Context: an optimization exercise on an open-source flow, tuned for small area and a short achievable clock period. The choices shown serve that exercise and are no tape-out recipe.
In this exercise RTL edits were held to simulation tests only and were not proved equivalent to the original.
Power figures rest on the tool's default switching activity, not on a simulated workload.

### design/flow/run.sh
#!/bin/bash
# synth_recipe.tcl (not shown) runs the flow's synth.tcl, then flattens the netlist and writes it again
# the make line also repeats each setting of config.mk as NAME=value (left out here)
make -C /OpenROAD-flow-scripts/flow DESIGN_CONFIG=/design/flow/config.mk WORK_HOME=/design/flow/orfs CLKGATE_MAP_FILE= SYNTH_SCRIPT=/design/flow/synth_recipe.tcl finish
### design/flow/constraint.sdc
create_clock -name core_clock -period 13.0 [get_ports {clk}]
set_input_delay 2.6000 -clock core_clock [delete_from_list [all_inputs] [get_ports {clk}]]
set_output_delay 2.6000 -clock core_clock [all_outputs]
set_load 0.01 [all_outputs]
### design/flow/design.v
package exu_pkg;
    localparam int xlen    = 64;
    localparam int aluop_w = 4;
    localparam int bcuop_w = 3;
    localparam logic [aluop_w-1:0] alu_add   = 4'd0;
    localparam logic [aluop_w-1:0] alu_sub   = 4'd1;
    localparam logic [aluop_w-1:0] alu_sll   = 4'd2;
    localparam logic [aluop_w-1:0] alu_slt   = 4'd3;
    localparam logic [aluop_w-1:0] alu_sltu  = 4'd4;
    localparam logic [aluop_w-1:0] alu_xor   = 4'd5;
    localparam logic [aluop_w-1:0] alu_srl   = 4'd6;
    localparam logic [aluop_w-1:0] alu_sra   = 4'd7;
    localparam logic [aluop_w-1:0] alu_or    = 4'd8;
    localparam logic [aluop_w-1:0] alu_and   = 4'd9;
    localparam logic [aluop_w-1:0] alu_auipc = 4'd10;
    localparam logic [aluop_w-1:0] alu_lui   = 4'd11;  
    localparam logic [aluop_w-1:0] alu_jalr  = 4'd12;
    localparam logic [bcuop_w-1:0] bcu_none = 3'd0;
    localparam logic [bcuop_w-1:0] bcu_beq  = 3'd1;
    localparam logic [bcuop_w-1:0] bcu_bne  = 3'd2;
    localparam logic [bcuop_w-1:0] bcu_blt  = 3'd3;
    localparam logic [bcuop_w-1:0] bcu_bge  = 3'd4;
    localparam logic [bcuop_w-1:0] bcu_bltu = 3'd5;
    localparam logic [bcuop_w-1:0] bcu_bgeu = 3'd6;
    localparam logic [bcuop_w-1:0] bcu_jal  = 3'd7;
    localparam logic [6:0] op_lui    = 7'b0110111;
    localparam logic [6:0] op_auipc  = 7'b0010111;
    localparam logic [6:0] op_jal    = 7'b1101111;
    localparam logic [6:0] op_jalr   = 7'b1100111;
    localparam logic [6:0] op_branch = 7'b1100011;
    localparam logic [6:0] op_load   = 7'b0000011;
    localparam logic [6:0] op_store  = 7'b0100011;
    localparam logic [6:0] op_imm    = 7'b0010011;
    localparam logic [6:0] op_imm32  = 7'b0011011;
    localparam logic [6:0] op_reg    = 7'b0110011;
    localparam logic [6:0] op_reg32  = 7'b0111011;
    localparam logic [1:0] sel_reg    = 2'd0;
    localparam logic [1:0] sel_offset = 2'd1;
    typedef struct packed {
        logic [6:0] funct7;
        logic [4:0] rs2;
        logic [4:0] rs1;
        logic [2:0] funct3;
        logic [4:0] rd;
        logic [6:0] opcode;
    } r_type_t;
    typedef struct packed {
        logic [11:0] imm;
        logic [4:0]  rs1;
        logic [2:0]  funct3;
        logic [4:0]  rd;
        logic [6:0]  opcode;
    } i_type_t;
    typedef struct packed {
        logic [6:0] imm_hi;
        logic [4:0] rs2;
        logic [4:0] rs1;
        logic [2:0] funct3;
        logic [4:0] imm_lo;
        logic [6:0] opcode;
    } s_type_t;
    typedef struct packed {
        logic       imm12;
        logic [5:0] imm10_5;
        logic [4:0] rs2;
        logic [4:0] rs1;
        logic [2:0] funct3;
        logic [3:0] imm4_1;
        logic       imm11;
        logic [6:0] opcode;
    } b_type_t;
    typedef struct packed {
        logic [19:0] imm;
        logic [4:0]  rd;
        logic [6:0]  opcode;
    } u_type_t;
    typedef struct packed {
        logic       imm20;
        logic [9:0] imm10_1;
        logic       imm11;
        logic [7:0] imm19_12;
        logic [4:0] rd;
        logic [6:0] opcode;
    } j_type_t;
    typedef union packed {
        r_type_t r;
        i_type_t i;
        s_type_t s;
        b_type_t b;
        u_type_t u;
        j_type_t j;
    } inst_t;
endpackage
import exu_pkg::*;
module idu (
    input  logic [31:0]        inst,
    output logic [aluop_w-1:0] aluop,
    output logic [bcuop_w-1:0] bcuop,
    output logic [xlen-1:0]    offset,
    output logic [1:0]         sl,
    output logic               wordop
);
    logic [xlen-1:0] imm_i;
    logic [xlen-1:0] imm_s;
    logic [xlen-1:0] imm_b;
    logic [xlen-1:0] imm_u;
    logic [xlen-1:0] imm_j;
    assign imm_i = {{52{inst[31]}}, inst[31:20]};
    assign imm_s = {{52{inst[31]}}, inst[31:25], inst[11:7]};
    assign imm_b = {{51{inst[31]}}, inst[31], inst[7], inst[30:25], inst[11:8], 1'b0};
    assign imm_u = {{44{inst[31]}}, inst[31:12]};  
    assign imm_j = {{43{inst[31]}}, inst[31], inst[19:12], inst[20], inst[30:21], 1'b0};
    always_comb begin
        aluop  = alu_add;
        bcuop  = bcu_none;
        offset = '0;
        sl     = sel_offset;
        wordop = 1'b0;
        case (inst[6:0])
            op_lui: begin
                aluop  = alu_lui;
                offset = imm_u;
            end
            op_auipc: begin
                aluop  = alu_auipc;
                offset = imm_u;
            end
            op_jal: begin
                bcuop  = bcu_jal;
                offset = imm_j;
            end
            op_jalr: begin
                aluop  = alu_jalr;
                offset = imm_i;
            end
            op_branch: begin
                aluop  = alu_sub;  
                sl     = sel_reg;
                offset = imm_b;
                case (inst[14:12])
                    3'b000:  bcuop = bcu_beq;
                    3'b001:  bcuop = bcu_bne;
                    3'b100:  bcuop = bcu_blt;
                    3'b101:  bcuop = bcu_bge;
                    3'b110:  bcuop = bcu_bltu;
                    3'b111:  bcuop = bcu_bgeu;
                    default: bcuop = bcu_none;
                endcase
            end
            op_load:  offset = imm_i;
            op_store: offset = imm_s;
            op_imm, op_reg: begin
                if (inst[6:0] == op_reg) begin
                    sl = sel_reg;
                end else begin
                    offset = imm_i;
                end
                case (inst[14:12])
                    3'b000: begin
                        aluop = (inst[6:0] == op_reg && inst[30]) ? alu_sub : alu_add;
                    end
                    3'b001:  aluop = alu_sll;
                    3'b010:  aluop = alu_slt;
                    3'b011:  aluop = alu_sltu;
                    3'b100:  aluop = alu_xor;
                    3'b101:  aluop = inst[30] ? alu_sra : alu_srl;
                    3'b110:  aluop = alu_or;
                    default: aluop = alu_and;
                endcase
            end
            op_imm32: begin
                if (inst[14:12] == 3'b000) begin  
                    offset = imm_i;
                    wordop = 1'b1;
                end
            end
            op_reg32: begin
                if (inst[14:12] == 3'b000) begin  
                    aluop  = inst[30] ? alu_sub : alu_add;
                    sl     = sel_reg;
                    wordop = 1'b1;
                end
            end
            default: ;
        endcase
    end
endmodule
import exu_pkg::*;
module alu (
    input  logic [aluop_w-1:0] aluop,
    input  logic [xlen-1:0]    op1,
    input  logic [xlen-1:0]    op2,
    output logic [xlen-1:0]    result,
    output logic               lt,
    output logic               ltu,
    output logic               zero
);
    logic [xlen-1:0] diff;
    logic            borrow;
    logic [5:0]      shamt;
    assign {borrow, diff} = {1'b0, op1} - {1'b0, op2};
    assign zero = (diff == '0);
    assign ltu  = borrow;
    assign lt   = (op1[xlen-1] != op2[xlen-1]) ? op1[xlen-1] : diff[xlen-1];
    assign shamt = op2[5:0];
    always_comb begin
        case (aluop)
            alu_add:   result = op1 + op2;
            alu_sub:   result = diff;
            alu_sll:   result = op1 << shamt;
            alu_slt:   result = {{(xlen-1){1'b0}}, lt};
            alu_sltu:  result = {{(xlen-1){1'b0}}, ltu};
            alu_xor:   result = op1 ^ op2;
            alu_srl:   result = op1 >> shamt;
            alu_sra:   result = $unsigned($signed(op1) >>> shamt);
            alu_or:    result = op1 | op2;
            alu_and:   result = op1 & op2;
            alu_auipc,
            alu_lui:   result = op2;
            alu_jalr:  result = op1 + op2;  
            default:   result = op1 + op2;
        endcase
    end
endmodule
import exu_pkg::*;
module bcu (
    input  logic               lt,
    input  logic               ltu,
    input  logic               zero,
    input  logic [bcuop_w-1:0] bcuop,
    input  logic [xlen-1:0]    pc,
    input  logic [xlen-1:0]    offset,
    output logic               jump_branch,
    output logic [xlen-1:0]    dnpc
);
    logic taken;
    always_comb begin
        case (bcuop)
            bcu_beq:  taken = zero;
            bcu_bne:  taken = ~zero;
            bcu_blt:  taken = lt;
            bcu_bge:  taken = ~lt;
            bcu_bltu: taken = ltu;
            bcu_bgeu: taken = ~ltu;
            bcu_jal:  taken = 1'b1;
            default:  taken = 1'b0;
        endcase
    end
    assign jump_branch = taken;
    assign dnpc = taken ? (pc + offset) : (pc + 64'd4);
endmodule
import exu_pkg::*;
module exu (
    input  logic [aluop_w-1:0] aluop,
    input  logic [bcuop_w-1:0] bcuop,
    input  logic [xlen-1:0]    op1,
    input  logic [xlen-1:0]    op2,
    input  logic [xlen-1:0]    pc,
    input  logic [xlen-1:0]    offset,
    input  logic [1:0]         sl,
    input  logic               wordop,
    output logic               jump_branch,
    output logic [xlen-1:0]    result,
    output logic [xlen-1:0]    dnpc,
    output logic [xlen-1:0]    mdata
);
    logic            lt;
    logic            ltu;
    logic            zero;
    logic            bcu_taken;
    logic [xlen-1:0] alu_op2;
    logic [xlen-1:0] alu_result;
    logic [xlen-1:0] bcu_dnpc;
    logic [xlen-1:0] adder_op1;
    logic [xlen-1:0] adder_op2;
    logic [xlen-1:0] adder_result;
    logic            auipc_op;
    logic            lui_op;
    logic            jal_op;
    logic            jalr_op;
    assign alu_op2 = (sl == sel_offset) ? offset : op2;
    alu u_alu (
        .aluop  (aluop),
        .op1    (op1),
        .op2    (alu_op2),
        .result (alu_result),
        .lt     (lt),
        .ltu    (ltu),
        .zero   (zero)
    );
    bcu u_bcu (
        .lt          (lt),
        .ltu         (ltu),
        .zero        (zero),
        .bcuop       (bcuop),
        .pc          (pc),
        .offset      (offset),
        .jump_branch (bcu_taken),
        .dnpc        (bcu_dnpc)
    );
    assign auipc_op = (aluop == alu_auipc);
    assign lui_op   = (aluop == alu_lui);
    assign jal_op   = (bcuop == bcu_jal);
    assign jalr_op  = (aluop == alu_jalr);
    assign adder_op1    = lui_op ? '0 : pc;
    assign adder_op2    = (auipc_op | lui_op) ? (alu_result << 12) :
                          (jal_op | jalr_op)  ? 64'd4 : '0;
    assign adder_result = adder_op1 + adder_op2;
    assign jump_branch = bcu_taken | jalr_op;
    assign dnpc        = jalr_op ? {alu_result[xlen-1:1], 1'b0} : bcu_dnpc;
    assign result      = (auipc_op | lui_op | jal_op | jalr_op) ? adder_result :
                         wordop ? {{32{alu_result[31]}}, alu_result[31:0]} : alu_result;
    assign mdata       = op2;  
endmodule
import exu_pkg::*;
module ex_top (
    input  logic            clk,
    input  logic            rst_n,
    input  logic            in_valid,
    input  logic [31:0]     inst,
    input  logic [xlen-1:0] pc,
    input  logic [xlen-1:0] rs1_data,
    input  logic [xlen-1:0] rs2_data,
    output logic            out_valid,
    output logic            jump_branch,
    output logic [xlen-1:0] result,
    output logic [xlen-1:0] dnpc,
    output logic [xlen-1:0] mdata
);
    logic [aluop_w-1:0] aluop;
    logic [bcuop_w-1:0] bcuop;
    logic [xlen-1:0]    offset;
    logic [1:0]         sl;
    logic               wordop;
    logic               ex_jump_branch;
    logic [xlen-1:0]    ex_result;
    logic [xlen-1:0]    ex_dnpc;
    logic [xlen-1:0]    ex_mdata;
    idu u_idu (
        .inst   (inst),
        .aluop  (aluop),
        .bcuop  (bcuop),
        .offset (offset),
        .sl     (sl),
        .wordop (wordop)
    );
    exu u_exu (
        .aluop       (aluop),
        .bcuop       (bcuop),
        .op1         (rs1_data),
        .op2         (rs2_data),
        .pc          (pc),
        .offset      (offset),
        .sl          (sl),
        .wordop      (wordop),
        .jump_branch (ex_jump_branch),
        .result      (ex_result),
        .dnpc        (ex_dnpc),
        .mdata       (ex_mdata)
    );
    always_ff @(posedge clk or negedge rst_n) begin
        if (!rst_n) begin
            out_valid   <= 1'b0;
            jump_branch <= 1'b0;
            result      <= '0;
            dnpc        <= '0;
            mdata       <= '0;
        end else begin
            out_valid <= in_valid;
            if (in_valid) begin  
                jump_branch <= ex_jump_branch;
                result      <= ex_result;
                dnpc        <= ex_dnpc;
                mdata       <= ex_mdata;
            end
        end
    end
endmodule
### design/flow/config.mk
export PLATFORM = sky130hd
export DESIGN_NAME = ex_top
export DESIGN_NICKNAME = ex_top
export VERILOG_FILES = /design/flow/design.v
export SDC_FILE = /design/flow/constraint.sdc
export NUM_CORES = 4
export LEC_CHECK = 0
export CAP_MARGIN = 20
export CORE_MARGIN = 2
export CORE_UTILIZATION = 22
export PLACE_DENSITY = 0.4
export SLEW_MARGIN = 20
==> run_results.csv <==
group,metric,value,unit
sta,setup_tns,0,ps
placement,hpwlAfterDp,223,mm
placement,io_buffer_count,420,
pwr,fin_total_pwr,2980,uW
die,die_width,424,um
setup_path,r2r_start,"result[59]$_DFFE_PN0P_",
cells_and_area,fin_cells,8324,
run_status,outcome,"finished clean",
global_route,globalRoute.totalOverflow,0,
sta,max_slew_margin,7.06,%
clocking,clkTransAtPathRegs,90,ps
detailed_routing,wl_per_cell,32.8,um
clocking,cts_buffers,17,
logic_synthesis,synth_warnings,4,
sta,whs,495,ps
setup_path,crit_path_frequent_cell,"nor4_1",
logic_synthesis,synth_ff_type,"dfrtp_1",
setup_path,r2r_slack,11980,ps
cells_and_area,multi_input_area,31400,um^2
sta,finalSetupViolCount,0,
logic_synthesis,synth.avg_cell_area,6.86,um^2
cells_and_area,synthToLayoutAreaGrowth,21.7,%
logic_synthesis,ys_async_sr_fraction,100,%
worst_hold_path,hp-class,"register to register",
die,io_pins,421,
placement,gp_congestion,1.06,
logic_synthesis,syn_area,38900,um^2
cells_and_area,register_area,4850,um^2
global_route,grt_max_degree,141,
global_route,use_met2,42.7,%
die,floorplan.die_area,180000,um^2
setup_path,critPathMaxFanout,36,
setup_path,slowest_delay,740,ps
sta,fmax,0.0817,GHz
clocking,cts_root_buf,"clkbuf_16",
pwr,ir_drop,0.125,mV
global_route,grt_pass1_vias,45208,
pwr,p_leak,0.0211,uW
setup_path,cp-start-kind,"input pin",
sta,finalClockSkew,0,ps
detailed_routing,firstDrtPassIters,8,
detailed_routing,route.detailed.drc,0,
sta,drv_slew,0,
detailed_routing,viasPerCell,5.68,
clocking,clock-sinks,194,
setup_path,critPathKind,"input pin to register",
die,core,176000,um^2
detailed_routing,drtIter0Drc,5691,
worst_hold_path,holdPathStages,1,
logic_synthesis,synth_nets,6196,
clocking,htree_num_levels,4,
cells_and_area,layout.nets,6488,
global_route,antenna_found_initial,30,
clocking,clk-insertion-delay-late,580,ps
logic_synthesis,synth_cell_types,102,
clocking,clockBufferDepth,2,
clocking,cts_tree,"yes",
setup_path,crit_slowest_cell,"nor4_1",
pwr,p_per_area,63.1,nW/um^2
setup_path,setup.worst_path.end_class,"register",
sta,period_minus_slack,12230,ps
die,die_height,424,um
logic_synthesis,synth-seq-cells,194,
cells_and_area,nFillCells,19629,
die,num_rows,154,
global_route,grt.met1_usage,39.4,%
logic_synthesis,synth-edff-count,0,
setup_path,crit_arrival,12670,ps
setup_path,r2r_end,"result[59]$_DFFE_PN0P_",
sta,finalHoldViolations,0,
worst_hold_path,holdCritStartpoint,"result[24]$_DFFE_PN0P_",
setup_path,reg2reg_depth,2,
detailed_routing,final_antenna_net_count,0,
sta,worst_pin_slew,1360,ps
sta,grt_setup_unrepaired,"false",
cells_and_area,drive_above_1_share,8.07,%
setup_path,crit_buf_inv,7,
global_route,grtUsageTotal,29.1,%
setup_path,crit_family,"simple AND/OR/NAND/NOR gates",
logic_synthesis,syn_inst,5666,
clocking,ctsHoldBuffers,0,
detailed_routing,finalWirelength,273,mm
run,cap_violations,0,
placement,place_inst,8276,
worst_hold_path,min_to,"result[24]$_DFFE_PN0P_",
detailed_routing,vias,47286,
die,start_util,22.1,%
logic_synthesis,ys_seq_area_share,12.5,%
global_route,grt_pass1_wl,372,mm
global_route,met3_usage,6.70,%
sta,fin_crit_sh,94.1,%
global_route,gr-max-usage-layer,"met2",
setup_path,worstPathRequired,13430,ps
cell usage after synthesis, types with 17 or more instances:
cell / n / area share [%]
nor2_1: 708 / 6.8
a21oi_1: 525 / 6.8
nand2_1: 487 / 4.7
o21ai_0: 388 / 5.0
inv_1: 329 / 3.2
mux2i_1: 319 / 8.2
clkbuf_1: 307 / 3.0
ha_1: 300 / 9.7
dfrtp_1: 194 / 12
a21o_1: 182 / 3.5
xnor2_1: 167 / 3.8
nand3_1: 136 / 1.8
nor3_1: 101 / 1.3
a31oi_1: 97 / 1.6
mux2_2: 97 / 2.8
and2_1: 81 / 1.3
a211oi_1: 75 / 1.4
and3_1: 73 / 1.2
xor2_1: 72 / 1.6
o211ai_1: 68 / 1.3
buf_1: 60 / 0.58
nand4_1: 58 / 0.93
a221oi_1: 55 / 1.2
nor4_1: 54 / 0.87
o22ai_1: 54 / 0.87
o21bai_1: 52 / 1.0
nand2b_1: 50 / 0.80
o31ai_1: 48 / 0.93
o221ai_1: 40 / 0.90
o21a_1: 34 / 0.66
nor2b_1: 33 / 0.53
or3_1: 32 / 0.52
or2_2: 25 / 0.40
a2111oi_0: 24 / 0.54
a22oi_1: 20 / 0.39
a211o_1: 18 / 0.41
a21boi_0: 17 / 0.33
layout by cell type (no fill, tap or decap), types with 50 or more instances in the layout:
cell and n:
nor2_1 702, a21oi_1 522, nand2_1 482, clkdlybuf4s50_1 418, o21ai_0 382, inv_1 326, mux2i_1 318, ha_1 300
buf_4 235, dfrtp_1 194, a21o_1 182, xnor2_1 167, nand3_1 135, nor3_1 97, mux2_2 97, a31oi_1 96
and2_1 81, a211oi_1 75, and3_1 73, xor2_1 72, o211ai_1 68, nand4_1 58, a221oi_1 55, o22ai_1 54
nor4_1 53, o21bai_1 52, nand2b_1 50
cells by family after synthesis:
kind of cell,after synthesis,share of synthesized area (%)
XOR/XNOR,239,5.39
flip-flops,194,12.5
buffers and inverters,733,7.25
AND/OR/NAND/NOR,1882,22.1
multiplexers,422,11.3
adder cells (fa/ha/maj),305,9.86
AO/OA/AOI/OAI,1891,31.6
how the worst max path moves through the flow:
| stage | from | endpoint | slack [ps] | depth (start not counted) |
|---|---|---|---|---|
| final | inst[12] | dnpc[28]$_DFFE_PN0P_ | 770 | 36 |
| after global routing | inst[12] | dnpc[36]$_DFFE_PN0P_ | 60 | 39 |
| after CTS | inst[12] | dnpc[32]$_DFFE_PN0P_ | 650 | 35 |
| after detailed placement | inst[12] | dnpc[32]$_DFFE_PN0P_ | 70 | 35 |
| after global placement | inst[12] | dnpc[17]$_DFFE_PN0P_ | 250 | 35 |
| after floorplan | inst[13] | dnpc[47]$_DFFE_PN0P_ | 1680 | 37 |
area by class of cell:
cell class / count / share of cell area (%)
timing repair buffer: 666 / 13.1
tap: 2340 / 6.19
clock inverter: 15 / 0.373
clock buffer: 17 / 0.899
multi-input combinational: 4739 / 66.4
antenna: 13 / 0.0688
inverter: 340 / 2.71
sequential: 194 / 10.3
where the power goes:
| group | switching [uW] | internal [uW] | leakage [uW] |
|---|---|---|---|
| combinational | 1060 | 570 | 0.0185 |
| clock | 348 | 261 | 0.000292 |
| sequential | 68.2 | 671 | 0.00227 |
stage by stage:
stage / worst slack (ps) / cell area [um^2] / util, %
6_report: 766 / 47300 / 26.9
3_5_place_dp: 69.4 / 46600 / 26.5
3_3_place_gp: 247 / 46600 / 26.5
4_1_cts: 648 / 47200 / 26.8
2_1_floorplan: 1680 / 38900 / -
5_1_grt: 56.8 / 47300 / 26.9
metal layers:
| layer | up-vias | part of all wire (%) | wire [um] |
|---|---|---|---|
| met4 | 18 | 6.1 | 16700 |
| li1 | 21146 | - | - |
| met2 | 2195 | 42 | 114000 |
| met5 | - | 0.041 | 111 |
| met1 | 23511 | 43 | 118000 |
| met3 | 416 | 8.9 | 24400 |
registers in the layout (all words and copies together) (netlist names):
name and flops:
dnpc 64, mdata 64, result 64, jump_branch 1, out_valid 1
what timing repair did:
item,in CTS,in global routing
endpoints found under the hold margin,0,0
setup buffers,0,2
endpoints found under the setup margin,0,61
resized for setup,0,2

==> static timing again, ports no longer ideal <==
How much do the figures lean on ideal ports? The routed layout below was timed once more, with nothing changed but the port constraints.
Step 1, drivers: a clkbuf_16 drives clk and a buf_2 each remaining input, both assumed.
Step 2 adds t to the input delays and takes it off the output delays; t is the mean of the earliest and latest rising clock arrival at the registers after step 1. Input paths then give back, and output paths get back, about the clock's delay inside the block.
a / b / c = ideal / step 1 / step 2; a / b = the first two.
t (ns): 0.637
setup WS [ns]: 0.766 / 0.815 / 0.178
cell pins on the clock port's net: 1
After both steps setup and hold are still met in this run. The setup slack of this run moves by +0.049 ns with the drivers and by -0.588 ns with both steps.
